What follows belongs to an exercise in optimizing a design on an open flow for small area; a production flow would make more cautious choices. Only simulation tests tie the RTL to the original design; equivalence was not proved. Power and IR drop assume default switching activity.

==> design/flow/design.v <==
`default_nettype none
package mprs_pkg;
  localparam logic [15:0] POLL_RST  = 16'd1000;
  localparam logic [11:0] WAIT_RST  = 12'd100;
  localparam logic [3:0]  RETRY_RST = 4'd5;
  localparam logic CMD_TICK = 1'b0;
  localparam logic CMD_BYTE = 1'b1;
  localparam logic [1:0] REG_POLL  = 2'd0;
  localparam logic [1:0] REG_WAIT  = 2'd1;
  localparam logic [1:0] REG_RETRY = 2'd2;
  localparam int RING_N = 29;
  localparam logic [5:0] WIDX_OPEN = 6'd58;   
  localparam logic [5:0] WIDX_FULL = 6'd29;   
  localparam logic [2:0] PH_SCALE  = 3'd0;   
  localparam logic [2:0] PH_VALUES = 3'd1;   
  localparam logic [2:0] PH_VAL    = 3'd2;   
  localparam logic [2:0] PH_ERRS   = 3'd3;   
  localparam logic [2:0] PH_ERRV   = 3'd4;   
  localparam logic [7:0] EXP_FIXED = 8'hFE;
  typedef struct packed {
    logic       command;
    logic [7:0] rx_byte;
  } in_item_t;
  typedef struct packed {
    logic [2:0]        action;
    logic [3:0]        quantity;
    logic [15:0]       raw_value;
    logic signed [7:0] decimal_exponent;
    logic              last;
  } out_item_t;
  typedef struct packed {
    logic [15:0] poll_period;
    logic [11:0] reply_wait;
    logic [3:0]  retry_limit;
  } cfg_t;
endpackage
`default_nettype wire
`default_nettype none
import mprs_pkg::*;
module mprs_ctrl
(
  input  wire        clk,
  input  wire        rst_n,
  input  mprs_pkg::cfg_t       cfg,
  input  wire        cfg_wr,
  input  wire        in_valid,
  output logic       in_stall,
  input  mprs_pkg::in_item_t   in_data,
  output logic       out_valid,
  input  wire        out_stall,
  output mprs_pkg::out_item_t  out_data,
  output logic       buf_clr,
  output logic       buf_wr,
  output logic [3:0] k,
  output logic       load,
  input  wire        nonempty,
  input  wire        wr_hold,
  input  wire        rd_align,
  input  wire [4:0]  ptr,
  input  wire [15:0] raw,
  input  wire [7:0]  rd_vexp,
  input  wire [7:0]  rd_cexp,
  input  wire [7:0]  rd_pexp
);
  localparam logic [1:0] UPD_NONE  = 2'd0;
  localparam logic [1:0] UPD_COUNT = 2'd1;   
  localparam logic [1:0] UPD_OPEN  = 2'd2;   
  localparam logic [1:0] UPD_GOOD  = 2'd3;   
  logic [2:0]  ph_r;
  logic [3:0]  attempts_r;
  logic [7:0]  vexp_r, cexp_r, pexp_r;
  logic        out_valid_r;
  logic        cring [RING_N];
  logic [1:0]  upd_r;
  logic        carry_r, ge_r, ones_r, lt_r, dirty_r;
  logic        at_since, at_timer, turn_end;
  logic        obit, nbit, cbit, cin;
  logic [27:0] cfg_bits;
  logic        busy, is_val, is_byte, dlv, take, tick;
  logic        closed, good, tk_poll, tk_count, tk_retry, tk_fail, go_exp, go_values;
  logic        pf;
  logic [7:0]  val_exp;
  assign at_since = !ptr[4];
  assign at_timer = ptr[4] && (ptr[3:2] != 2'b11);
  assign turn_end = ptr == 5'(RING_N - 1);
  assign cfg_bits = {cfg.reply_wait, cfg.poll_period};
  assign cbit     = cfg_bits[ptr];
  assign obit     = cring[RING_N - 1];
  assign cin      = (ptr == 5'd0) ? !ones_r : (ptr == 5'd16) ? 1'b1 : carry_r;
  always_comb begin
    nbit = obit;
    if (at_since) begin
      if (upd_r == UPD_GOOD) begin
        nbit = ptr == 5'd0;
      end else if (upd_r != UPD_NONE) begin
        nbit = obit ^ cin;
      end
    end else if (at_timer) begin
      if ((upd_r == UPD_OPEN) || (upd_r == UPD_GOOD)) begin
        nbit = 1'b0;
      end else if (upd_r == UPD_COUNT) begin
        nbit = obit ^ cin;
      end
    end
  end
  always_ff @(posedge clk) begin
    cring[0] <= nbit;
    for (int i = 1; i < RING_N; i++) begin
      cring[i] <= cring[i - 1];
    end
    carry_r <= obit && cin;
    if (at_since) begin
      ge_r   <= (nbit && !cbit) || ((nbit == cbit) && ((ptr == 5'd0) || ge_r));
      ones_r <= nbit && ((ptr == 5'd0) || ones_r);
    end
    if (at_timer) begin
      lt_r <= (!nbit && cbit) || ((nbit == cbit) && (ptr != 5'd16) && lt_r);
    end
  end
  always_ff @(posedge clk) begin
    if (!rst_n) begin
      upd_r   <= UPD_GOOD;
      dirty_r <= 1'b0;
    end else begin
      if (turn_end) begin
        dirty_r <= 1'b0;
        if (tick) begin
          upd_r <= go_values ? UPD_GOOD : (tk_poll || tk_retry || go_exp) ? UPD_OPEN : UPD_COUNT;
        end else begin
          upd_r <= UPD_NONE;
        end
      end else if (cfg_wr) begin
        dirty_r <= 1'b1;
      end
    end
  end
  assign busy      = !ph_r[2] && !ph_r[1];
  assign is_val    = ph_r == PH_VAL;
  assign k         = attempts_r;
  assign is_byte   = in_data.command == CMD_BYTE;
  assign dlv       = out_valid_r && !out_stall;
  assign closed    = busy && !lt_r;
  assign good      = closed && nonempty;
  assign tk_poll   = !busy && ge_r;
  assign tk_count  = busy && lt_r;
  assign go_exp    = good && (ph_r == PH_SCALE);
  assign go_values = good && (ph_r == PH_VALUES);
  assign tk_retry  = closed && !good && (attempts_r < cfg.retry_limit);
  assign tk_fail   = closed && !good && !(attempts_r < cfg.retry_limit);
  assign in_stall  = (out_valid_r && out_stall) || is_val ||
                     (is_byte ? (busy && wr_hold) : !(turn_end && !dirty_r));
  assign take      = in_valid && !in_stall;
  assign tick      = take && !is_byte;
  assign buf_wr    = take && is_byte && busy;
  assign buf_clr   = tick && (tk_poll || go_exp);
  assign load      = is_val && !out_valid_r && rd_align;
  always_ff @(posedge clk) begin
    if (!rst_n) begin
      ph_r        <= PH_ERRS;
      out_valid_r <= 1'b0;
    end else begin
      if (dlv) begin
        out_valid_r <= 1'b0;
        if (is_val && (attempts_r == 4'd15)) begin
          ph_r <= PH_ERRS;
        end
      end
      if (load) begin
        out_valid_r <= 1'b1;
      end
      if (tick) begin
        if (tk_poll) begin
          ph_r        <= PH_SCALE;
          out_valid_r <= 1'b1;
        end else if (tk_retry) begin
          out_valid_r <= 1'b1;
        end else if (go_exp) begin
          ph_r        <= PH_VALUES;
          out_valid_r <= 1'b1;
        end else if (go_values) begin
          ph_r        <= PH_VAL;
        end else if (tk_fail) begin
          ph_r        <= (ph_r == PH_SCALE) ? PH_ERRS : PH_ERRV;
          out_valid_r <= 1'b1;
        end
      end
    end
  end
  always_ff @(posedge clk) begin
    if (tick) begin
      if (tk_poll || go_exp || go_values) begin
        attempts_r <= 4'd0;
      end else if (tk_retry) begin
        attempts_r <= attempts_r + 4'd1;
      end
    end else if (dlv && is_val) begin
      attempts_r <= attempts_r + 4'd1;
    end
  end
  always_ff @(posedge clk) begin
    if (tick && go_exp) begin
      vexp_r <= rd_vexp;
      cexp_r <= rd_cexp;
      pexp_r <= rd_pexp;
    end
  end
  assign pf = (k >= 4'd12) && (k != 4'd15);
  always_comb begin
    if (k < 4'd3) begin
      val_exp = vexp_r;
    end else if (k < 4'd6) begin
      val_exp = cexp_r;
    end else if (k < 4'd12) begin
      val_exp = pexp_r;
    end else begin
      val_exp = EXP_FIXED;
    end
  end
  assign out_valid                 = out_valid_r;
  assign out_data.action           = ph_r;
  assign out_data.quantity         = is_val ? k : 4'd0;
  assign out_data.raw_value        = {(is_val && !pf) ? raw[15:8] : 8'd0, is_val ? raw[7:0] : 8'd0};
  assign out_data.decimal_exponent = is_val ? val_exp : 8'd0;
  assign out_data.last             = is_val ? (k == 4'd15) : 1'b1;
endmodule
`default_nettype wire
`default_nettype none
import mprs_pkg::*;
module mprs_datapath
(
  input  wire        clk,
  input  wire        rst_n,
  input  wire        clr,        
  input  wire        wr,         
  input  wire [7:0]  wdata,
  input  wire [3:0]  k,          
  input  wire        load,       
  output logic       nonempty,   
  output logic       wr_hold,    
  output logic       rd_align,   
  output logic [4:0] ptr,        
  output logic [15:0] raw,
  output logic [7:0] vexp,       
  output logic [7:0] cexp,
  output logic [7:0] pexp
);
  logic [7:0] ring [RING_N];
  logic [4:0] ptr_r;
  logic [5:0] widx_r;
  logic       clr_turn_r;
  logic [15:0] raw_r;
  logic       to_ring, wr_now;
  logic [4:0] ridx;
  assign to_ring   = !widx_r[5] && (widx_r != WIDX_FULL);
  assign wr_now    = wr && to_ring;
  assign nonempty  = widx_r != WIDX_OPEN;
  assign wr_hold   = to_ring && (ptr_r != widx_r[4:0]);
  always_ff @(posedge clk) begin
    if (!rst_n) begin
      ptr_r      <= 5'd0;
      clr_turn_r <= 1'b1;
    end else begin
      ptr_r <= (ptr_r == 5'(RING_N - 1)) ? 5'd0 : ptr_r + 5'd1;
      if (ptr_r == 5'(RING_N - 1)) begin
        clr_turn_r <= 1'b0;
      end
    end
  end
  always_ff @(posedge clk) begin
    ring[0] <= wr_now ? wdata : (clr_turn_r ? 8'h00 : ring[RING_N - 1]);
    for (int i = 1; i < RING_N; i++) begin
      ring[i] <= ring[i - 1];
    end
  end
  always_ff @(posedge clk) begin
    if (clr) begin
      widx_r <= WIDX_OPEN;
    end else if (wr && (widx_r != WIDX_FULL)) begin
      widx_r <= widx_r + 6'd1;
    end
  end
  assign ridx      = (k < 4'd12) ? {k, 1'b0} : 5'(k) + 5'd12;
  assign rd_align  = ptr_r == ridx;
  assign ptr       = ptr_r;
  always_ff @(posedge clk) begin
    if (load) begin
      raw_r <= {ring[RING_N - 2], ring[RING_N - 1]};
    end
  end
  assign raw = raw_r;
  assign vexp = ring[RING_N - 3];
  assign cexp = ring[RING_N - 4];
  assign pexp = ring[RING_N - 5];
endmodule
`default_nettype wire
`default_nettype none
import mprs_pkg::*;
module meter_poll_retry_sequencer_unit
(
  input  wire        clk,
  input  wire        rst_n,
  input  wire        in_valid,
  output logic       in_stall,
  input  mprs_pkg::in_item_t   in_data,
  output logic       out_valid,
  input  wire        out_stall,
  output mprs_pkg::out_item_t  out_data,
  input  wire        psel,
  input  wire        penable,
  input  wire        pwrite,
  input  wire [3:0]  paddr,
  input  wire [31:0] pwdata,
  output logic [31:0] prdata,
  output logic       pready
);
  mprs_pkg::cfg_t cfg_r;
  logic       wr_en;
  logic       buf_clr, buf_wr, nonempty, load, wr_hold, rd_align;
  logic [4:0] ptr;
  logic [3:0] k;
  logic [15:0] raw;
  logic [7:0] rd_vexp, rd_cexp, rd_pexp;
  assign pready = 1'b1;
  assign wr_en  = psel && penable && pwrite;
  always_ff @(posedge clk) begin
    if (!rst_n) begin
      cfg_r.poll_period <= POLL_RST;
      cfg_r.reply_wait  <= WAIT_RST;
      cfg_r.retry_limit <= RETRY_RST;
    end else if (wr_en) begin
      case (paddr[3:2])
        REG_POLL:  cfg_r.poll_period <= pwdata[15:0];
        REG_WAIT:  cfg_r.reply_wait  <= pwdata[11:0];
        REG_RETRY: cfg_r.retry_limit <= pwdata[3:0];
        default: begin
        end
      endcase
    end
  end
  always_comb begin
    case (paddr[3:2])
      REG_POLL:  prdata = {16'h0000, cfg_r.poll_period};
      REG_WAIT:  prdata = {20'h00000, cfg_r.reply_wait};
      REG_RETRY: prdata = {28'h0000000, cfg_r.retry_limit};
      default:   prdata = '0;
    endcase
  end
  mprs_ctrl u_ctrl (
    .clk       (clk),
    .rst_n     (rst_n),
    .cfg       (cfg_r),
    .cfg_wr    (wr_en),
    .in_valid  (in_valid),
    .in_stall  (in_stall),
    .in_data   (in_data),
    .out_valid (out_valid),
    .out_stall (out_stall),
    .out_data  (out_data),
    .buf_clr   (buf_clr),
    .buf_wr    (buf_wr),
    .k         (k),
    .load      (load),
    .nonempty  (nonempty),
    .wr_hold   (wr_hold),
    .rd_align  (rd_align),
    .ptr       (ptr),
    .raw       (raw),
    .rd_vexp   (rd_vexp),
    .rd_cexp   (rd_cexp),
    .rd_pexp   (rd_pexp)
  );
  mprs_datapath u_dp (
    .clk       (clk),
    .rst_n     (rst_n),
    .clr       (buf_clr),
    .wr        (buf_wr),
    .wdata     (in_data.rx_byte),
    .k         (k),
    .load      (load),
    .nonempty  (nonempty),
    .wr_hold   (wr_hold),
    .rd_align  (rd_align),
    .ptr       (ptr),
    .raw       (raw),
    .vexp      (rd_vexp),
    .cexp      (rd_cexp),
    .pexp      (rd_pexp)
  );
endmodule
`default_nettype wire
==> design/flow/flow/run.sh <==
#!/bin/bash
# Layout flow: the standard ORFS flow, with small buffers on the ports and a clock
# tree without dummy loads. Everything else (synthesis, floorplan, power grid, tap cells,
# placement, routing) is the standard flow unchanged.
set -euo pipefail
export BUFFER_PORTS_ARGS="-buffer_cell sky130_fd_sc_hd__buf_1"
export CTS_ARGS="-sink_clustering_enable -repair_clock_nets -sink_clustering_size 10 -sink_clustering_max_diameter 40 -buf_list sky130_fd_sc_hd__clkbuf_4 -dont_use_dummy_load"
bash standard.sh > standard_flow.log 2>&1
==> design/flow/standard.sh <==
#!/bin/bash
# synth_recipe.tcl (not shown) runs the flow's synth.tcl, then flattens the netlist and writes it again
# the make line also repeats each setting of config.mk as NAME=value (left out here)
make -C /OpenROAD-flow-scripts/flow DESIGN_CONFIG=/design/flow/config.mk WORK_HOME=/design/flow/orfs CLKGATE_MAP_FILE= SYNTH_SCRIPT=/design/flow/synth_recipe.tcl "${@:-finish}"
==> design/flow/config.mk <==
export PLATFORM = sky130hd
export DESIGN_NAME = meter_poll_retry_sequencer_unit
export DESIGN_NICKNAME = meter_poll_retry_sequencer_unit
export VERILOG_FILES = /design/flow/design.v
export SDC_FILE = /design/flow/constraint.sdc
export NUM_CORES = 4
export LEC_CHECK = 0
export CAP_MARGIN = 20
export CORE_MARGIN = 2
export CORE_UTILIZATION = 65
export CTS_CLUSTER_DIAMETER = 80
export CTS_CLUSTER_SIZE = 28
export SLEW_MARGIN = 20
==> design/flow/constraint.sdc <==
create_clock -name core_clock -period 6.0 [get_ports {clk}]
set_input_delay 1.2000 -clock core_clock [delete_from_list [all_inputs] [get_ports {clk}]]
set_output_delay 1.2000 -clock core_clock [all_outputs]
set_load 0.01 [all_outputs]
==> results of run 1 <==
flip-flops by register name, summed over array words and instances (netlist names):
signal / flops
u_dp.ring: 232
cfg_r: 32
u_ctrl.cring: 29
u_dp.raw_r: 16
u_ctrl.cexp_r: 8
u_ctrl.pexp_r: 8
u_ctrl.vexp_r: 8
u_dp.widx_r: 6
u_dp.ptr_r: 5
u_ctrl.attempts_r: 4
u_ctrl.ph_r: 3
u_ctrl.upd_r: 2
u_ctrl.carry_r: 1
u_ctrl.dirty_r: 1
u_ctrl.ge_r: 1
u_ctrl.lt_r: 1
u_ctrl.ones_r: 1
u_ctrl.out_valid_r: 1
u_dp.clr_turn_r: 1
power groups by stage:
stage | registers, uW | clock network (uW) | logic, uW
after floorplan | 2540 | 0 | 92.0
after global placement | 2550 | 0 | 104
after detailed placement | 2560 | 0 | 107
after CTS | 2500 | 1040 | 108
after global routing | 2510 | 1140 | 121
final | 2500 | 1010 | 108
per-layer routing:
layer	part of all wire [%]	up-vias	GRT usage [%]	routed length (um)
li1	-	2954	-	-
met1	45	2865	28.2	8420
met2	48	177	35.7	8800
met3	5.2	31	4.48	955
met4	1.9	0	8.21	353
met5	0	-	0	0
cell families (layout without fill, tap and decap cells):
kind of cell / count (synthesis) / count (layout)
AOI/OAI and AO/OA: 91 / 91
xor gates and xnor gates: 12 / 12
adders and majority gates: 12 / 12
buffers and inverters: 66 / 149
DFF: 360 / 360
muxes: 43 / 43
other: 2 / 18
and+or+nand+nor: 243 / 243
final timing paths:
check,slack (ns),endpoint,depth (start not counted),start
worst max-delay path,1.88,out_data[18],5,u_ctrl.attempts_r[1]
worst min-delay path,0.30,u_dp.ring[19][1],0,u_dp.ring[18][1]
worst max register to register,2.65,u_ctrl.lt_r,10,u_dp.ptr_r[0]
worst min register to register,0.30,u_dp.ring[19][1],0,u_dp.ring[18][1]
cell usage after synthesis, drive strengths merged (3+ instances only):
cell type,n,area (um2)
o21a,3,22.5
dfxtp,313,6270
xor2,7,61.3
nand3,20,100
clkbuf,20,75.1
a31oi,4,25.0
nor2b,14,87.6
mux2,10,113
a211o,3,26.3
nand4,5,37.5
edfxtp,47,1410
nand2b,8,50.1
mux2i,26,260
nand3b,3,35.0
nor3b,4,30.0
a21oi,38,194
or3,3,18.8
nor3,10,61.3
inv,17,63.8
mux4,7,158
buf,28,188
o221ai,7,61.3
and2,26,163
ha,12,150
and3,5,31.3
nor4,3,18.8
nor2,61,231
nand2,79,299
o21ai,18,90.1
xnor2,5,43.8
through the flow:
step	hold WS (ns)	total power, uW	setup slack, ns	cell area (um2)	instances
after floorplan	0.310	2630	2.67	10600	844
after global placement	0.310	2660	2.18	11000	1099
after detailed placement	0.312	2660	2.16	11000	1099
after CTS	0.293	3650	1.78	11300	1143
after global routing	0.280	3770	1.63	11300	1144
final	0.297	3610	1.88	11300	1144
placed cells by master (no fill, tap or decap), types with 20 or more instances in the layout:
cell      Yosys  layout
clkbuf_4      0      44
buf_1         2      83
nor2_1       60      59
nand2_1      78      78
nand3_1      20      20
mux2i_1      26      26
and2_1       26      26
edfxtp_1     47      47
dfxtp_1     313     313
a21oi_1      37      37
worst max-delay path, delay by kind of cell, from the launching register on:
family	cells	cell delay, ns
adder cells (fa/ha/maj)	1	0.36
buffers and inverters	1	0.16
flip-flops	1	0.84
AND/OR/NAND/NOR	3	0.96
area by class of cell:
type / count / share of cell area [%]
Tap cell: 216 / 2.39
Inverter: 18 / 0.597
Antenna cell: 1 / 0.0221
Sequential cell: 360 / 67.8
Multi-Input combinational cell: 418 / 23.3
Clock buffer: 44 / 2.92
Timing Repair Buffer: 87 / 3.02
==> summary.md, run 1 <==
| Metric | Value |
|---|---|
| Run status | timing/DRC/antenna clean |
| Max FO, Critical Path | 16 |
| DR iter-0 viols | 389 |
| Final setup viols | 0 |
| Slew Limit Headroom | 28.2% |
| Max-cap violations | 0 |
| Mux contribution to synthesized area | 5.02% |
| Hold buffer count at cts | 0 |
| GP Congestion | 0.844 |
| Filler cell count | 1158 |
| Hold Path Class | reg2reg |
| Kind of critical path | reg2out |
| Synth Warn # | 5 |
| # DRC | 0 |
| Synth Register Bits | 360 |
| Syn Inst Count | 829 |
| Multi-input gate area | 2630 um2 |
| Num CTS Buffers | 44 |
| Switching Fraction | 20.9% |
| Full die area | 17300 um2 |
| Routed via count | 6027 |
| Slowest cell on crit path | edfxtp_1 |
| Fin util | 71.3% |
| DPL Wire Length | 12.2 mm |
| Max Buffers Root-to-Sink | 3 |
| Clk slew on worst S/H paths | 0.09 ns |
| Core area | 15900 um2 |
| TritonRoute pass-1 iters | 5 |
| Final antenna-violating net count | 0 |
| IO Port Bufs | 83 |
| Critical path cell sequence | ha_1 -> nor2_1 -> nor2_1 -> and2_1 -> buf_1 |
| Post-CTS resize count | 0 |
| Setup bufs post-CTS | 0 |
| Synth cell types | 57 |
| TritonCTS clock tree | built |
| RSZ-0062 raised after global routing | no |
| Setup crit start kind | flop |
| Endpoints failing hold | 0 |
| Comb power frac | 3.0% |
| Row cnt | 46 |
| Synthesized area per cell | 12.8 um2 |
| Power Internal | 2860 uW |
| Worst Path Required | 4.80 ns |
| Part of the power in registers | 69.2% |
| Final nets | 993 |
| Number of flops mapped to enable cells by yosys | 47 |
| Synth Area in XOR/XNOR | 0.994% |
| Final cycle utilization of the critical path | 68.7% |
| Initial antenna violation count | 1 |
| Crit path largest cell delay | 0.84 ns |
| Final Skew | 0.0992 ns |
| Global-route wire length before repair | 29.9 mm |
| Layout area overhead | 7.10% |
| Tot GR Track Use | 21.6% |
| Leakage | 0.00442 uW |
| Worst-Margin Slew | 1.08 ns |
| Synth Cell Area | 10600 um2 |
| IO Pins | 119 |
| Drt total wl | 18.5 mm |
| Clock Latency Late Sink | 0.65 ns |
| Fmax | 0.243 GHz |
| Clock Tree Root | clkbuf_4 |
| Ys flop type | dfxtp_1 |
| Post-synthesis adder-cell area fraction | 1.42% |
| Final Max Tran Viols | 0 |
| Post-route minimum period | 4.12 ns |
| Vias per cell | 5.27 |
| Compound-gate portion of the synthesized area | 5.59% |
| Post-synthesis simple-gate area fraction | 11.2% |
| Post-route setup TNS | 0 ns |
| Wire per inst | 16.2 um |
| Die Ht | 132 um |
| Power per cell area | 319 nW/um2 |
| Vias in the first global route | 6063 |
| Maximum VDD drop | 0.249 mV |
| Crit path DAT | 2.92 ns |
| NetSw | 754 uW |
| Sequential Area | 7680 um2 |
| Share of cells above drive strength 1 | 8.09% |
| Clock power share | 27.8% |
| FFs w/ async S/R, synth | 0% |
| Largest family of logic cells by synthesized area | simple AND/OR/NAND/NOR gates |
| H-tree depth | 2 |
| Die Width | 132 um |
| Largest net degree at the start of global routing | 26 |
| GRT overflow | 0 |
| Most frequent CP cell | nor2_1 |
| Seq/Total Area, Yosys | 72.6% |
| CP endpoint kind | output port |
| Initial Utilization | 66.6% |
| Clock tree sinks | 360 |
==> run 2: changes to the inputs <==
--- a/design/flow/flow/run.sh
+++ b/design/flow/flow/run.sh
@@ -6,3 +6,3 @@
 export BUFFER_PORTS_ARGS="-buffer_cell sky130_fd_sc_hd__buf_1"
-export CTS_ARGS="-sink_clustering_enable -repair_clock_nets -sink_clustering_size 10 -sink_clustering_max_diameter 40 -buf_list sky130_fd_sc_hd__clkbuf_4 -dont_use_dummy_load"
+export CTS_ARGS="-sink_clustering_enable -repair_clock_nets -sink_clustering_size 28 -sink_clustering_max_diameter 80 -dont_use_dummy_load"
 bash standard.sh > standard_flow.log 2>&1
==> summary.md, run 2 <==
| Metric | Value |
|---|---|
| Hold depth | 0 (unchanged) |
| Post-CTS resize count | 0 (unchanged) |
| Biggest regs | u_dp.ring: 232 flops, cfg_r: 32 flops, u_ctrl.cring: 29 flops |
| Multi-input gate area | 2630 um2 (unchanged) |
| Synth Register Bits | 360 (unchanged) |
| Vias per cell | 5.27 (about the same) |
| Worst Path Required | 4.80 ns (about the same) |
| Clock tree sinks | 360 (unchanged) |
| Final Skew | 0.0383 ns (-0.0609 ns) |
| Compound-gate portion of the synthesized area | 5.59% (unchanged) |
| Hold Path Class | reg2reg |
| Met3 usage in global routing | 3.16% (-1.3 points) |
| Global-route wire length before repair | 29.5 mm (-1.3%) |
| ANT cells | 0 (-1) |
| Slew Limit Headroom | 29.3% (+1.2 points) |
| Fmax | 0.251 GHz (+3.5%) |
| Synthesized area per cell | 12.8 um2 (unchanged) |
| H-tree depth | 1 (-1) |
| Wire per inst | 16.7 um (+2.8%) |
| Global-route met1 utilization | 29.1% (+0.85 points) |
| Crit path DAT | 2.79 ns (-0.13 ns) |
| Final nets | 966 (-2.7%) |
| Synth Area in XOR/XNOR | 0.994% (unchanged) |
| Leakage | 0.00443 uW (+0.16%) |
| Design area | 11400 um2 (+0.82%) |
| Most frequent cells in the layout | dfxtp_1 (313), buf_1 (83), nand2_1 (78) |
| Power per cell area | 332 nW/um2 (+4.0%) |
| DPL Wire Length | 12.2 mm (unchanged) |
| Final cycle utilization of the critical path | 66.4% (-2.3 points) |
| Hold WS | 0.292 ns (-0.00474 ns) |
| Syn Inst Count | 829 (unchanged) |
| Initial Utilization | 66.6% (unchanged) |
| Post-route setup TNS | 0 ns (unchanged) |
| IO Pins | 119 (unchanged) |
| GRT overflow | 0 (unchanged) |
| RSZ-0062 raised after global routing | no |
| DR iter-0 viols | 407 (+4.6%) |
| Most common cell after layout, fill and taps aside | dfxtp_1 |
| Share of cells above drive strength 1 | 5.33% (-2.8 points) |
| Worst-Margin Slew | 1.06 ns (-0.0174 ns) |
| Post-synthesis simple-gate area fraction | 11.2% (unchanged) |
| # DRC | 0 (unchanged) |
| CP endpoint kind | output port |
| Setup bufs post-CTS | 0 (unchanged) |
| FFs w/ async S/R, synth | 0% (unchanged) |
| Full die area | 17300 um2 (unchanged) |
| Synth Warn # | 5 (unchanged) |
| Ys flop type | dfxtp_1 |
| Max-cap violations | 0 (unchanged) |
| Die Width | 132 um (unchanged) |
| Post-synth top area cell | dfxtp_1 |
| Sequential Area | 7680 um2 (unchanged) |
| Global routing's busiest layer | met2 |
| Max FO, Critical Path | 16 (unchanged) |
| Tot GR Track Use | 21.3% (-0.33 points) |
| Max Buffers Root-to-Sink | 3 (unchanged) |
| Synth cell count leaders | dfxtp_1 (313), nand2_1 (78), nor2_1 (60) |
| Filler cell count | 1128 (-2.6%) |
| Core area | 15900 um2 (unchanged) |
| Initial antenna violation count | 0 (-1) |
| R2R Path Start | u_dp.ptr_r[0] |
| Clock Latency Late Sink | 0.50 ns (-0.15 ns) |
| Placed instance area | 11000 um2 (unchanged) |
| Seq/Total Area, Yosys | 72.6% (unchanged) |
| Row cnt | 46 (unchanged) |
| Synth cell types | 57 (unchanged) |
| FF-to-FF path depth | 10 (unchanged) |
| Clock Tree Root | clkbuf_16 |
| Die Ht | 132 um (unchanged) |
| Final antenna-violating net count | 0 (unchanged) |
| Hold buffer count at cts | 0 (unchanged) |
| Min-delay src | u_dp.ring[18][4] |
| Top-area cell type share of the netlist area | 59.3% (unchanged) |
| Post-route minimum period | 3.99 ns (-0.138 ns) |
| Synth area leaders | dfxtp_1 (59%), edfxtp_1 (13%), nand2_1 (2.8%) |
| IO Port Bufs | 83 (unchanged) |
| Final setup viols | 0 (unchanged) |
| Largest net degree at the start of global routing | 29 (+12%) |
| Number of flip-flops in the largest register | 232 (unchanged) |
| Maximum VDD drop | 0.260 mV (+4.6%) |
| TritonCTS clock tree | built |
| Vias in the first global route | 5806 (-4.2%) |
| Number of flops mapped to enable cells by yosys | 47 (unchanged) |
| Launch point of the worst path | u_ctrl.attempts_r[1] |
| Run status | timing/DRC/antenna clean |
| Layout area overhead | 7.98% |
| Mux contribution to synthesized area | 5.02% (unchanged) |
| Kind of critical path | reg2out |
| Final Max Tran Viols | 0 (unchanged) |
| Most frequent cell after synthesis | dfxtp_1 |
| Routed via count | 5884 (-2.4%) |
| Drt total wl | 18.6 mm (+0.28%) |
| Tot Pwr | 3790 uW (+4.8%) |
| Largest family of logic cells by synthesized area | simple AND/OR/NAND/NOR gates |
| Biggest register | u_dp.ring |
| Clk slew on worst S/H paths | 0.10 ns (about the same) |
| Post-synthesis adder-cell area fraction | 1.42% (unchanged) |
| TritonRoute pass-1 iters | 4 (-1) |
| Endpoints failing hold | 0 (unchanged) |
| Setup crit start kind | flop |
| Synth Cell Area | 10600 um2 (unchanged) |
| GP Congestion | 0.844 (unchanged) |
| Num CTS Buffers | 17 (-61%) |
| Met2 GRT Util | 35.3% (-0.41 points) |
==> run 2: cell counts after synthesis <==
No cell type changed its count.
==> run 2: path summary, 6_finish.rpt <==
path                      end  slack (ns)
max              out_data[18]        2.01
min          u_dp.ring[19][4]        0.29
max reg2reg       u_ctrl.lt_r        2.62
min reg2reg  u_dp.ring[19][4]        0.29
==> run 2: layout make-up <==
class | instances | area share [%]
flip-flops and latches | 360 | 67.3
multi-input cells | 418 | 23.1
repair buffers | 87 | 2.99
clock buffers | 17 | 3.73
inverters | 18 | 0.592
well taps | 216 | 2.37
==> run 2: cells by family (layout without fill, tap and decap cells) <==
family	after synthesis	count (layout)
flops	360	360
simple gates	243	243
compound gates	91	91
buf+inv	66	122
mux	43	43
fa+ha+maj	12	12
xor+xnor	12	12
other cells	2	17
==> run 2: worst max-delay path: stages, from the launching register on <==
cell,delay (ns)
edfxtp_1,0.84
ha_1,0.36
nor2_1,0.07
nor2_1,0.60
and2_1,0.27
buf_1,0.16
==> run 2: stage by stage <==
step           utilization [%]  std cells  setup slack (ns)
2_1_floorplan                -        844              2.67
3_3_place_gp              69.2       1099              2.18
3_5_place_dp              69.2       1099              2.16
4_1_cts                   71.8       1116              1.94
5_1_grt                   71.9       1116              1.79
6_report                  71.9       1116              2.01
==> run 2: layer usage <==
layer  wire, um  part of all wire, %
met2       8610                   46
met3        891                  4.8
met1       8650                   47
met5          0                    0
met4        431                  2.3
==> run 2: power by group <==
group,internal [uW],total (uW),leakage [uW],switching (uW)
Sequential,2470,2500,0.00298,24.9
Combinational,45.6,108,0.00124,62.8
Clock,511,1180,0.000209,668
==> run 3: changes to the inputs <==
--- a/design/flow/flow/run.sh
+++ b/design/flow/flow/run.sh
@@ -6,3 +6,3 @@
 export BUFFER_PORTS_ARGS="-buffer_cell sky130_fd_sc_hd__buf_1"
-export CTS_ARGS="-sink_clustering_enable -repair_clock_nets -sink_clustering_size 28 -sink_clustering_max_diameter 80 -dont_use_dummy_load"
+export CTS_ARGS="-sink_clustering_enable -repair_clock_nets -sink_clustering_size 20 -sink_clustering_max_diameter 60 -buf_list sky130_fd_sc_hd__clkbuf_8 -dont_use_dummy_load"
 bash standard.sh > standard_flow.log 2>&1
--- a/design/flow/config.mk
+++ b/design/flow/config.mk
@@ -7,3 +7,3 @@
 export LEC_CHECK = 0
-export CAP_MARGIN = 20
+export CAP_MARGIN = 0
 export CORE_MARGIN = 2
@@ -12,2 +12,2 @@
 export CTS_CLUSTER_SIZE = 28
-export SLEW_MARGIN = 20
+export SLEW_MARGIN = 0
==> summary.md, run 3 <==
| Metric | Value |
|---|---|
| Most frequent cell after synthesis | dfxtp_1 |
| Clock Latency Late Sink | 0.55 ns (+0.05 ns) |
| Number of flops mapped to enable cells by yosys | 47 (unchanged) |
| DR iter-0 viols | 422 (+3.7%) |
| Synth Cell Area | 10600 um2 (unchanged) |
| Die Width | 132 um (unchanged) |
| Share of cells above drive strength 1 | 5.86% (+0.52 points) |
| Clock power share | 27.1% (-4.0 points) |
| Initial Utilization | 66.6% (unchanged) |
| DPL Wire Length | 12.2 mm (unchanged) |
| Routed via count | 5882 (-0.034%) |
| Crit path DAT | 2.82 ns (+0.03 ns) |
| Synth area leaders | dfxtp_1 (59%), edfxtp_1 (13%), nand2_1 (2.8%) |
| Hold endpoint | u_ctrl.cring[21] |
| Full die area | 17300 um2 (unchanged) |
| Tot GR Track Use | 21.0% (-0.24 points) |
| Hold depth | 0 (unchanged) |
| R2R Path Start | u_dp.ptr_r[0] |
| FFs w/ async S/R, synth | 0% (unchanged) |
| Final cycle utilization of the critical path | 67.1% (+0.62 points) |
| Run status | timing/DRC/antenna clean |
| Clk slew on worst S/H paths | 0.12 ns (+0.02 ns) |
| R2R setup slack | 2.67 ns (+0.05 ns) |
| Slowest cell on crit path | edfxtp_1 |
| Maximum VDD drop | 0.270 mV (+3.8%) |
| Tot Pwr | 3580 uW (-5.5%) |
| Initial antenna violation count | 0 (unchanged) |
| Setup crit start kind | flop |
| Vias in the first global route | 5811 (+0.086%) |
| CP delay by family, top | simple AND/OR/NAND/NOR gates |
| Top sig layer | met4 |
| NetSw | 727 uW (-3.9%) |
| Post-route setup TNS | 0 ns (unchanged) |
| CP endpoint kind | output port |
| Number of flip-flops in the largest register | 232 (unchanged) |
| DP Cell Count | 1099 (unchanged) |
| Die Ht | 132 um (unchanged) |
| Min-delay src | u_ctrl.cring[20] |
| Core area | 15900 um2 (unchanged) |
| Max Buffers Root-to-Sink | 3 (unchanged) |
| Most frequent cells in the layout | dfxtp_1 (313), buf_1 (83), nand2_1 (78) |
| Most common cell after layout, fill and taps aside | dfxtp_1 |
| Largest net degree at the start of global routing | 26 (-10%) |
| TritonCTS clock tree | built |
| IO Pins | 119 (unchanged) |
| Synth cell types | 57 (unchanged) |
| Num CTS Buffers | 22 (+5) |
| Top-area cell type share of the netlist area | 59.3% (unchanged) |
| Non-Filler Instances | 1121 (+0.45%) |
| IO Port Bufs | 83 (unchanged) |
| Global-route wire length before repair | 29.4 mm (-0.51%) |
| Post-CTS resize count | 0 (unchanged) |
| Switching Fraction | 20.3% (+0.34 points) |
| Final antenna-violating net count | 0 (unchanged) |
| Biggest register | u_dp.ring |
| Layout area overhead | 6.77% |
| Kind of critical path | reg2out |
| Biggest regs | u_dp.ring: 232 flops, cfg_r: 32 flops, u_ctrl.cring: 29 flops |
| FF-to-FF path depth | 10 (unchanged) |
| Synth Warn # | 5 (unchanged) |
| Fin util | 71.1% (-0.80 points) |
| Worst-Margin Slew | 1.17 ns (+0.110 ns) |
| Slew Limit Headroom | 21.9% (-7.4 points) |
| Setup bufs post-CTS | 0 (unchanged) |
| GRT overflow | 0 (unchanged) |
| Part of the power in registers | 69.8% (+3.8 points) |
| Leakage | 0.00438 uW (-1.2%) |
| Clock Tree Root | clkbuf_8 |
| Max FO, Critical Path | 16 (unchanged) |
| Max-cap violations | 0 (unchanged) |
| Fmax | 0.249 GHz (-0.92%) |
| Critical path cell sequence | ha_1 -> nor2_1 -> nor2_1 -> and2_1 -> buf_1 |
| Row cnt | 46 (unchanged) |
| Final Max Tran Viols | 0 (unchanged) |
| Most frequent CP cell | nor2_1 |
| Final nets | 971 (+0.52%) |
| Power per cell area | 317 nW/um2 (-4.4%) |
| Met1 WL | 8.56 mm (-1.1%) |
| RSZ-0062 raised after global routing | no |
| Final setup viols | 0 (unchanged) |
| Worst path bufs/invs | 1 (unchanged) |
| Drt total wl | 18.3 mm (-1.5%) |
| Wire length on met3 | 804 um (-9.8%) |
| Hold Path Class | reg2reg |
| Ys flop type | dfxtp_1 |
| Syn Inst Count | 829 (unchanged) |
| Reg2Reg Capture Point | u_ctrl.lt_r |
| Worst Path Required | 4.80 ns (about the same) |
| Post-route minimum period | 4.02 ns (+0.0371 ns) |
| Hold buffer count at cts | 0 (unchanged) |
| Endpoints failing hold | 0 (unchanged) |
| Synth cell count leaders | dfxtp_1 (313), nand2_1 (78), nor2_1 (60) |
| Synthesized area per cell | 12.8 um2 (unchanged) |
| Vias per cell | 5.25 (-0.48%) |
| # DRC | 0 (unchanged) |
| WL met2 | 8.58 mm (-0.39%) |
| Crit path largest cell delay | 0.84 ns (about the same) |
| GP Congestion | 0.844 (unchanged) |
| Synth Register Bits | 360 (unchanged) |
| Post-synth top area cell | dfxtp_1 |
| TritonRoute pass-1 iters | 4 (unchanged) |
| Power Internal | 2850 uW (-5.9%) |
| Comb power frac | 3.0% (about the same) |
| Seq/Total Area, Yosys | 72.6% (unchanged) |
| Wire per inst | 16.3 um (-1.9%) |
| Clock tree sinks | 360 (unchanged) |
| H-tree depth | 1 (unchanged) |
| ANT cells | 0 (unchanged) |
| Final Skew | 0.0485 ns (+0.0102 ns) |
[run 3: worst max path at each step]
stage	start	end	slack [ns]	cells past startpoint
finish	u_ctrl.attempts_r[1]	out_data[18]	1.98	5
global route	u_ctrl.attempts_r[1]	out_data[18]	1.74	5
CTS	u_ctrl.attempts_r[1]	out_data[18]	1.88	5
detailed placement	paddr[2]	prdata[2]	2.16	5
global placement	paddr[2]	prdata[3]	2.18	5
floorplan	paddr[2]	prdata[0]	2.67	4
[run 3: kinds of logic (layout without fill, tap and decap cells)]
group / after synthesis / count (layout) / synth area share (%)
compound gates: 91 / 91 / 5.59
other cells: 2 / 17 / 0.0710
simple gates: 243 / 243 / 11.2
fa+ha+maj: 12 / 12 / 1.42
buf+inv: 66 / 127 / 3.12
flops: 360 / 360 / 72.6
xor+xnor: 12 / 12 / 0.994
mux: 43 / 43 / 5.02
[run 3: layout make-up]
class | instances | area [um2]
clock buffers | 22 | 303
fillers | 1144 | 4600
inverters | 18 | 67.6
multi-input cells | 418 | 2630
flip-flops and latches | 360 | 7680
well taps | 216 | 270
repair buffers | 87 | 342
[run 3: layer usage]
layer,track usage (%),vias to the layer above
met5,0,-
met4,6.22,0
met3,3.16,22
met2,34.9,151
met1,28.9,2827
li1,-,2882
[run 3: power groups by stage]
| stage | Sequential, uW | Combinational, uW | Clock, uW |
|---|---|---|---|
| after global routing | 2510 | 121 | 1090 |
| after floorplan | 2540 | 92.0 | 0 |
| final | 2500 | 108 | 971 |
| after global placement | 2550 | 104 | 0 |
| after CTS | 2500 | 108 | 1000 |
| after detailed placement | 2560 | 107 | 0 |
[run 3: metrics by stage]
stage	worst slack [ns]	hold slack (ns)	cell area, um2
after floorplan	2.67	0.310	10600
after global placement	2.18	0.310	11000
final	1.98	0.306	11300
after CTS	1.88	0.304	11300
after detailed placement	2.16	0.312	11000
after global routing	1.74	0.303	11300
==> run 4: changes to the inputs <==
--- a/design/flow/config.mk
+++ b/design/flow/config.mk
@@ -7,3 +7,3 @@
 export LEC_CHECK = 0
-export CAP_MARGIN = 0
+export CAP_MARGIN = 20
 export CORE_MARGIN = 2
@@ -12,2 +12,2 @@
 export CTS_CLUSTER_SIZE = 28
-export SLEW_MARGIN = 0
+export SLEW_MARGIN = 20
==> summary.md, run 4 <==
| Metric | Value |
|---|---|
| H-tree depth | 1 (unchanged) |
| Synth Warn # | 5 (unchanged) |
| Global-route wire length before repair | 29.4 mm (unchanged) |
| Post-CTS resize count | 0 (unchanged) |
| Layout area overhead | 6.82% (about the same) |
| TritonRoute pass-1 iters | 4 (unchanged) |
| Clock Tree Root | clkbuf_8 |
| Full die area | 17300 um2 (unchanged) |
| GRT overflow | 0 (unchanged) |
| Worst path bufs/invs | 1 (unchanged) |
| DPL Wire Length | 12.2 mm (unchanged) |
| Wire per inst | 16.3 um (-0.23%) |
| Vias in the first global route | 5811 (unchanged) |
| Slowest cell on crit path | edfxtp_1 |
| Number of flip-flops in the largest register | 232 (unchanged) |
| Slew Limit Headroom | 29.1% (+7.2 points) |
| Num CTS Buffers | 22 (unchanged) |
| Kind of critical path | reg2out |
| Worst Path Required | 4.80 ns (about the same) |
| Tot GR Track Use | 21.0% (unchanged) |
| Setup bufs post-CTS | 0 (unchanged) |
| Die Ht | 132 um (unchanged) |
| Max FO, Critical Path | 16 (unchanged) |
| IO Port Bufs | 83 (unchanged) |
| Maximum VDD drop | 0.270 mV (about the same) |
| Critical path cell sequence | ha_1 -> nor2_1 -> nor2_1 -> and2_1 -> buf_1 |
| Hold buffer count at cts | 0 (unchanged) |
| Post-route setup TNS | 0 ns (unchanged) |
| Die Width | 132 um (unchanged) |
| CP delay by family, top | simple AND/OR/NAND/NOR gates |
| Clock tree sinks | 360 (unchanged) |
| Leakage | 0.00438 uW (about the same) |
| Synth area leaders | dfxtp_1 (59%), edfxtp_1 (13%), nand2_1 (2.8%) |
| Placed instance area | 11000 um2 (unchanged) |
| Most frequent CP cell | nor2_1 |
| Setup crit start kind | flop |
| Synth Register Bits | 360 (unchanged) |
| Core area | 15900 um2 (unchanged) |
| Endpoints failing hold | 0 (unchanged) |
| Synthesized area per cell | 12.8 um2 (unchanged) |
| Initial antenna violation count | 0 (unchanged) |
| Synth Cell Area | 10600 um2 (unchanged) |
| Crit path DAT | 2.82 ns (about the same) |
| DR iter-0 viols | 387 (-8.3%) |
| Fmax | 0.249 GHz (+0.11%) |
| Filler cell count | 1144 (unchanged) |
| Vias per cell | 5.25 (+0.12%) |
| Hold WS | 0.307 ns (+0.000616 ns) |
| Post-route minimum period | 4.02 ns (-0.00430 ns) |
| Row cnt | 46 (unchanged) |
| Max-cap violations | 0 (unchanged) |
| Synth cell count leaders | dfxtp_1 (313), nand2_1 (78), nor2_1 (60) |
| Crit path largest cell delay | 0.83 ns (about the same) |
| FFs w/ async S/R, synth | 0% (unchanged) |
| Final cycle utilization of the critical path | 67.0% (-0.072 points) |
| IO Pins | 119 (unchanged) |
| Initial Utilization | 66.6% (unchanged) |
| Most frequent cells in the layout | dfxtp_1 (313), buf_1 (83), nand2_1 (78) |
| Power per cell area | 317 nW/um2 (about the same) |
| Share of cells above drive strength 1 | 5.86% (unchanged) |
| Most frequent cell after synthesis | dfxtp_1 |
| Final antenna-violating net count | 0 (unchanged) |
| Biggest register | u_dp.ring |
| Hold Path Class | reg2reg |
| Clock Latency Late Sink | 0.55 ns (about the same) |
| Drt total wl | 18.3 mm (-0.23%) |
| Seq/Total Area, Yosys | 72.6% (unchanged) |
| Worst-Margin Slew | 1.06 ns (-0.106 ns) |
| R2R setup slack | 2.67 ns (about the same) |
| Synth cell types | 57 (unchanged) |
| ANT cells | 0 (unchanged) |
| Final nets | 971 (unchanged) |
| TritonCTS clock tree | built |
| RSZ-0062 raised after global routing | no |
| Post-synth top area cell | dfxtp_1 |
| Number of flops mapped to enable cells by yosys | 47 (unchanged) |
| Final Max Tran Viols | 0 (unchanged) |
| Ys flop type | dfxtp_1 |
| Final setup viols | 0 (unchanged) |
| Clk slew on worst S/H paths | 0.12 ns (about the same) |
| Largest net degree at the start of global routing | 26 (unchanged) |
| Routed via count | 5889 (+0.12%) |
| Design area | 11300 um2 (about the same) |
| Run status | timing/DRC/antenna clean |
| Final Skew | 0.0469 ns (-0.00161 ns) |
| Most common cell after layout, fill and taps aside | dfxtp_1 |
| GP Congestion | 0.844 (unchanged) |
| Syn Inst Count | 829 (unchanged) |
| # DRC | 0 (unchanged) |
| Biggest regs | u_dp.ring: 232 flops, cfg_r: 32 flops, u_ctrl.cring: 29 flops |
| CP endpoint kind | output port |
| Max Buffers Root-to-Sink | 3 (unchanged) |
| Top-area cell type share of the netlist area | 59.3% (unchanged) |
run 4: changes by cell type in the layout (fill, tap and decap cells not counted):
cell    previous run  this run
nor2_2             2         1
nor2_4             0         1
run 4: cell families (layout without fill, tap and decap cells):
logic type | count (synthesis) | after routing | share of synthesized area (%)
adders and majority gates | 12 | 12 | 1.42
buffers and inverters | 66 | 127 | 3.12
xor gates and xnor gates | 12 | 12 | 0.994
AOI/OAI and AO/OA | 91 | 91 | 5.59
and+or+nand+nor | 243 | 243 | 11.2
other | 2 | 17 | 0.0710
muxes | 43 | 43 | 5.02
DFF | 360 | 360 | 72.6
run 4: power by group:
part | internal, uW | switching (uW) | total, uW | leakage [uW]
clock network | 332 | 638 | 970 | 0.000158
logic | 45.6 | 62.7 | 108 | 0.00124
registers | 2470 | 24.5 | 2500 | 0.00298
run 4: path summary, 6_finish.rpt:
path                                      startpoint  cells after the start          endpoint
worst max-delay path            u_ctrl.attempts_r[1]                      5      out_data[18]
worst min-delay path                u_ctrl.cring[20]                      0  u_ctrl.cring[21]
worst max register to register         u_dp.ptr_r[0]                     10       u_ctrl.lt_r
worst min register to register      u_ctrl.cring[20]                      0  u_ctrl.cring[21]
run 4: cell type report:
| cell class | count | area, um2 | area share [%] |
|---|---|---|---|
| flip-flops and latches | 360 | 7680 | 68.0 |
| multi-input cells | 418 | 2630 | 23.3 |
| repair buffers | 87 | 342 | 3.02 |
| clock buffers | 22 | 303 | 2.68 |
| well taps | 216 | 270 | 2.39 |
| inverters | 18 | 67.6 | 0.598 |
run 4: metrics by stage:
stage                     cells  utilization (%)  setup slack [ns]  total power [uW]
after floorplan             844                -              2.67              2630
after global placement     1099             69.2              2.18              2660
after detailed placement   1099             69.2              2.16              2660
after CTS                  1121             71.1              1.88              3610
after global routing       1121             71.1              1.74              3710
final                      1121             71.1              1.98              3580
run 4: metal layers:
layer / routed length [um] / share of wire, % / GRT usage [%]
met5: 0 / 0 / 0
met4: 371 / 2.0 / 6.22
met3: 775 / 4.2 / 3.16
met2: 8600 / 47 / 34.9
met1: 8530 / 47 / 28.9
==> run 5: changes to the inputs <==
--- a/design/flow/config.mk
+++ b/design/flow/config.mk
@@ -9,3 +9,3 @@
 export CORE_MARGIN = 2
-export CORE_UTILIZATION = 65
+export CORE_UTILIZATION = 50
 export CTS_CLUSTER_DIAMETER = 80
==> summary.md, run 5 <==
| Metric | Value |
|---|---|
| Run status | timing/DRC/antenna clean |
| Tot Pwr | 3640 uW (+1.7%) |
| Kind of critical path | reg2out |
| Core area | 20900 um2 (+31%) |
| Num CTS Buffers | 25 (+14%) |
| IO Pins | 119 (unchanged) |
| Final antenna-violating net count | 0 (unchanged) |
| Synth Cell Area | 10600 um2 (unchanged) |
| Number of flops mapped to enable cells by yosys | 47 (unchanged) |
| Max Buffers Root-to-Sink | 3 (unchanged) |
| Clk slew on worst S/H paths | 0.11 ns (about the same) |
| Global routing's busiest layer | met2 |
| Hold Path Class | reg2reg |
| Full die area | 22300 um2 (+29%) |
| GP Congestion | 0.814 (-3.5%) |
| Final Max Tran Viols | 0 (unchanged) |
| Wire per inst | 15.8 um (-3.2%) |
| Worst Path Required | 4.80 ns (about the same) |
| DPL Wire Length | 12.2 mm (-0.26%) |
| FFs w/ async S/R, synth | 0% (unchanged) |
| Endpoints failing hold | 0 (unchanged) |
| Power per cell area | 319 nW/um2 (+0.72%) |
| Global-route wire length before repair | 29.5 mm (+0.42%) |
| TritonRoute pass-1 iters | 5 (+1) |
| Leakage | 0.00440 uW (+0.49%) |
| Post-route minimum period | 4.03 ns (+0.0122 ns) |
| Met3 usage in global routing | 3.38% (+0.22 points) |
| Final nets | 974 (+0.31%) |
| Final cycle utilization of the critical path | 67.2% (+0.20 points) |
| Final setup viols | 0 (unchanged) |
| Design area | 11400 um2 (+1.0%) |
| Initial antenna violation count | 0 (unchanged) |
| Met2 GRT Util | 28.6% (-6.3 points) |
| Vias per cell | 4.95 (-5.7%) |
| Slew Limit Headroom | 30.0% (+0.90 points) |
| Initial Utilization | 50.6% (-16 points) |
| Part of the power in registers | 68.7% (-1.2 points) |
| Number of flip-flops in the largest register | 232 (unchanged) |
| Routed via count | 5858 (-0.53%) |
| Clock tree sinks | 360 (unchanged) |
| Final Skew | 0.0508 ns (+0.00397 ns) |
| CP endpoint kind | output port |
| Biggest register | u_dp.ring |
| ANT cells | 0 (unchanged) |
| Synthesized area per cell | 12.8 um2 (unchanged) |
| Post-synth top area cell | dfxtp_1 |
| Layout area overhead | 7.90% |
| Fmax | 0.248 GHz (-0.30%) |
| Syn Inst Count | 829 (unchanged) |
| Synth area leaders | dfxtp_1 (59%), edfxtp_1 (13%), nand2_1 (2.8%) |
| Synth Register Bits | 360 (unchanged) |
| DR iter-0 viols | 320 (-17%) |
| Synth cell types | 57 (unchanged) |
| Share of cells above drive strength 1 | 6.17% (+0.31 points) |
| Synth cell count leaders | dfxtp_1 (313), nand2_1 (78), nor2_1 (60) |
| Seq/Total Area, Yosys | 72.6% (unchanged) |
| Most frequent cells in the layout | dfxtp_1 (313), buf_1 (83), nand2_1 (78) |
| Clock Latency Late Sink | 0.56 ns (about the same) |
| Top-area cell type share of the netlist area | 59.3% (unchanged) |
| Max FO, Critical Path | 16 (unchanged) |
| Setup bufs post-CTS | 0 (unchanged) |
| Setup WS post-layout | 1.97 ns (-0.0122 ns) |
| Clock Tree Root | clkbuf_8 |
| Die Ht | 149 um (+14%) |
| RSZ-0062 raised after global routing | no |
| Ys flop type | dfxtp_1 |
| Die Width | 149 um (+14%) |
| NetSw | 746 uW (+2.8%) |
| Filler cell count | 1786 (+56%) |
| # DRC | 0 (unchanged) |
| Post-placement setup slack | 2.14 ns (-0.0213 ns) |
| TritonCTS clock tree | built |
| H-tree depth | 1 (unchanged) |
| Hold buffer count at cts | 0 (unchanged) |
| Biggest regs | u_dp.ring: 232 flops, cfg_r: 32 flops, u_ctrl.cring: 29 flops |
| Crit path DAT | 2.83 ns (about the same) |
| Clock power share | 28.4% (+1.3 points) |
| Largest net degree at the start of global routing | 26 (unchanged) |
| Non-Filler Instances | 1183 (+5.5%) |
| Maximum VDD drop | 0.185 mV (-32%) |
| Worst-Margin Slew | 1.05 ns (-0.0135 ns) |
| Switching Fraction | 20.5% (+0.22 points) |
| Most common cell after layout, fill and taps aside | dfxtp_1 |
| Post-CTS resize count | 0 (unchanged) |
| Tot GR Track Use | 16.7% (-4.3 points) |
| Drt total wl | 18.7 mm (+2.2%) |
| Most frequent cell after synthesis | dfxtp_1 |
| Vias in the first global route | 5865 (+0.93%) |
| Max-cap violations | 0 (unchanged) |
| Placed instance area | 11100 um2 (+0.67%) |
| Power Internal | 2890 uW (+1.5%) |
| Post-route setup TNS | 0 ns (unchanged) |
| Comb power frac | 3.0% (about the same) |
| Synth Warn # | 5 (unchanged) |
| Setup crit start kind | flop |
| Row cnt | 53 (+15%) |
| IO Port Bufs | 83 (unchanged) |
| Global-route met1 utilization | 21.5% (-7.4 points) |
| GRT overflow | 0 (unchanged) |
| DP Cell Count | 1158 (+5.4%) |
==> run 5: power by group through the flow <==
stage                     logic, uW  clock network, uW  registers, uW
after floorplan                92.0                  0           2540
after global placement          104                  0           2550
after detailed placement        108                  0           2560
after CTS                       109               1080           2500
after global routing            121               1160           2510
final                           108               1030           2500
==> run 5: stage by stage <==
stage	hold WS (ns)	utilization, %
floorplan	0.310	-
global placement	0.311	52.9
detailed placement	0.312	52.9
CTS	0.302	54.6
global route	0.304	54.6
finish	0.306	54.6
==> run 5: critical path, stage by stage (launching register included) <==
cell and delay (ns):
edfxtp_1 0.82, ha_1 0.35, nor2_1 0.07, nor2_1 0.65, and2_1 0.23, buf_1 0.17
==> run 5: layout make-up <==
cell class | instances | area (um2) | share of cell area [%]
clock buffer | 25 | 344 | 3.02
sequential | 360 | 7680 | 67.3
timing repair buffer | 87 | 342 | 2.99
inverter | 18 | 67.6 | 0.592
tap | 275 | 344 | 3.02
multi-input combinational | 418 | 2630 | 23.1
==> run 5: metal layers <==
layer	routed length, um	share of wire (%)
met5	0	0
met3	972	5.2
met2	8820	47
met1	8520	46
met4	352	1.9
==> run 5: kinds of logic (layout without fill, tap and decap cells) <==
family / count (synthesis) / in the layout / share of synthesized area (%)
compound gates: 91 / 91 / 5.59
other cells: 2 / 17 / 0.0710
fa+ha+maj: 12 / 12 / 1.42
xor+xnor: 12 / 12 / 0.994
mux: 43 / 43 / 5.02
buf+inv: 66 / 130 / 3.12
simple gates: 243 / 243 / 11.2
flops: 360 / 360 / 72.6
==> run 5: path summary, 6_finish.rpt <==
path / from / to / slack (ns) / cells past startpoint
setup / recovery: u_ctrl.attempts_r[1] / out_data[17] / 1.97 / 5
hold reg to reg: u_dp.ring[23][5] / u_dp.ring[24][5] / 0.31 / 0
setup reg to reg: u_dp.ptr_r[0] / u_ctrl.lt_r / 2.59 / 11
hold / removal: u_dp.ring[23][5] / u_dp.ring[24][5] / 0.31 / 0

-- what the ideal ports hide --
No port has a modelled driver above. Below, the same layouts with a new extraction and two added sets of constraints.
Step 1: set_driving_cell puts a clkbuf_16 on clk and a buf_2 on each other input, an assumption about the parent block.
Step 2 also shifts input and output timing later by t, the mid clock arrival at the registers, as if the neighbouring blocks saw the same clock.
Three values: ideal, step 1, step 2; two values: the first two.
run	t, ns	slack for setup (ns)	slew at the worst register clock pin (ns)	worst data-port slew with drivers (ns)
run 1	0.637	1.876 / 1.842 / 2.107	0.10 / 0.10	0.06
run 2	0.529	2.014 / 1.970 / 2.122	0.10 / 0.10	0.06
run 3	0.564	1.977 / 1.937 / 2.106	0.12 / 0.12	0.06
run 4	0.565	1.981 / 1.941 / 2.095	0.12 / 0.12	0.06
run 5	0.576	1.969 / 1.927 / 2.109	0.11 / 0.11	0.05
After both steps every run listed still meets setup and hold.
